Source: an optimization exercise on an open RTL-to-GDS flow (aim: small area). Production flows keep margins and buffers that such runs may drop. The RTL was checked by simulation tests, not by an equivalence proof against the original design. Power figures rest on the tool's default switching activity, not on a simulated workload.

// arp_udp_frame_generator
module arp_udp_frame_generator (
   input  logic        clock,
   input  logic        reset,
   input  logic        start,
   output logic        busy,
   input  logic [32:0] req_data,    
   output logic        rsp_strobe,
   output logic [8:0]  rsp_data,    
   input  logic        csr_we,
   input  logic [2:0]  csr_index,
   input  logic [47:0] csr_wdata
);
   logic [47:0] c_smac, c_dmac;
   logic [31:0] c_sip;
   logic [15:0] c_sport, c_dport, c_ident;
   logic [7:0]  c_ttl;
   logic [6:0] c_en;
   always_comb begin
      for (int k = 0; k < 7; k++) begin
         c_en[k] = reset || (csr_we && csr_index == 3'(k));
      end
   end
   always_ff @(posedge clock) begin
      if (c_en[0]) c_smac  <= reset ? 48'h0          : csr_wdata;
      if (c_en[1]) c_sip   <= reset ? 32'h7F00_0001  : csr_wdata[31:0];
      if (c_en[2]) c_dmac  <= reset ? 48'h0          : csr_wdata;
      if (c_en[3]) c_sport <= reset ? 16'd43966      : csr_wdata[15:0];
      if (c_en[4]) c_dport <= reset ? 16'd8080       : csr_wdata[15:0];
      if (c_en[5]) c_ident <= reset ? 16'h8397       : csr_wdata[15:0];
      if (c_en[6]) c_ttl   <= reset ? 8'h40          : csr_wdata[7:0];
   end
   logic       active;
   logic       udp;
   logic [5:0] cnt;
   logic [5:0] cnt_inc;
   logic       last_r;
   logic [7:0] ob;
   assign cnt_inc    = cnt + 6'd1;
   assign busy       = active && !last_r;
   assign rsp_strobe = active;
   assign rsp_data   = {ob, last_r};
   always_ff @(posedge clock) begin
      if (reset) active <= 1'b0;
      else       active <= start || busy;
   end
   always_ff @(posedge clock) begin
      cnt    <= busy ? cnt_inc : 6'd0;
      last_r <= busy && (udp ? (cnt_inc == 6'd56) : (cnt_inc == 6'd41));
   end
   logic [47:0] s_smac;
   logic [39:0] s_dmac;
   logic [31:0] s_sip, s_tip;
   logic [15:0] s_sport, s_dport, s_ident;
   logic [7:0]  s_ttl;
   logic [15:0] acc;
   logic        acc_c;
   logic        acc_init;
   logic        acc_run;
   logic [7:0]  cs_in;
   logic [8:0]  cs_sum;
   assign acc      = s_dmac[15:0];
   assign acc_c    = s_dmac[16];
   assign acc_init = (cnt == 6'd4);
   assign acc_run  = (cnt >= 6'd4);
   assign cs_sum = {1'b0, acc[15:8]} + {1'b0, cs_in} + {8'h00, acc_c};
  ...
==> flow/config.mk <==
export PLATFORM = sky130hd
export DESIGN_NAME = arp_udp_frame_generator
export DESIGN_NICKNAME = arp_udp_frame_generator
export VERILOG_FILES = /design/flow/design.v
export SDC_FILE = /design/flow/constraint.sdc
export NUM_CORES = 4
export LEC_CHECK = 0
export CAP_MARGIN = 5
export CORE_MARGIN = 2
export CORE_UTILIZATION = 40
export CTS_BUF_LIST = sky130_fd_sc_hd__clkbuf_8
export CTS_CLUSTER_DIAMETER = 80
export CTS_CLUSTER_SIZE = 16
export SLEW_MARGIN = 5
export SYNTH_HIERARCHICAL = 1
export SYNTH_MINIMUM_KEEP_SIZE = 0
==> flow/constraint.sdc <==
create_clock -name core_clock -period 5.0 [get_ports {clock}]
set_input_delay 1.0000 -clock core_clock [delete_from_list [all_inputs] [get_ports {clock}]]
set_output_delay 1.0000 -clock core_clock [all_outputs]
set_load 0.01 [all_outputs]
standard.sh (not shown) runs the stock make flow with config.mk's settings and CLKGATE_MAP_FILE= SYNTH_SCRIPT=/design/flow/synth_recipe.tcl, a recipe that flattens the netlist after the stock synthesis.
==> flow/flow/run.sh <==
#!/bin/bash
# the standard layout, with plain buf_1 cells as the port buffers, synthesis
# buffers removed at floorplan, and abc mapping for light loads (the layout's
# repair steps size the drivers that need it)
set -euo pipefail
export BUFFER_PORTS_ARGS="-buffer_cell sky130_fd_sc_hd__buf_1"
export REMOVE_ABC_BUFFERS=1
bash standard.sh ABC_LOAD_IN_FF=1 ABC_DRIVER_CELL=sky130_fd_sc_hd__buf_8 finish > standard_flow.log 2>&1
Rerun with:
- CAP_MARGIN: 5 -> 20
- SLEW_MARGIN: 5 -> 20
Design area hardly moves.
Clock power barely changes.
Utilization hardly moves.
Die area does not change.
Setup slack gains 0.18 ns.
Sequential share of layout area stays flat.
Total power barely changes.
Global-route usage is unchanged.
Wire length grows by 0.43%.
First-iteration DRC count shrinks by 0.75%.

[port drivers added, routing unchanged]
In the flow no input, the clock included, has a driving cell. The finished layouts below were timed again as built, in two steps. Step 1: set_driving_cell puts a clkbuf_16 on clock and a buf_2 on each other input, an assumption about the parent block. Step 2, shift: input delay + t, output delay - t, t = (earliest + latest rising clock arrival at the registers) / 2. This alone moves slack from input paths to output paths. Slacks: ideal / step 1 / step 2; pairs: ideal / step 1.
run | t, ns | slack for setup (ns) | worst setup path after step 2 | worst register clock-pin slew, ns
the first run | 0.663 | 0.337 / 0.337 / 0.337 | register to register | 0.11 / 0.11
the second run | 0.665 | 0.516 / 0.516 / 0.516 | register to register | 0.11 / 0.11
After both steps setup and hold are still met in every run listed.
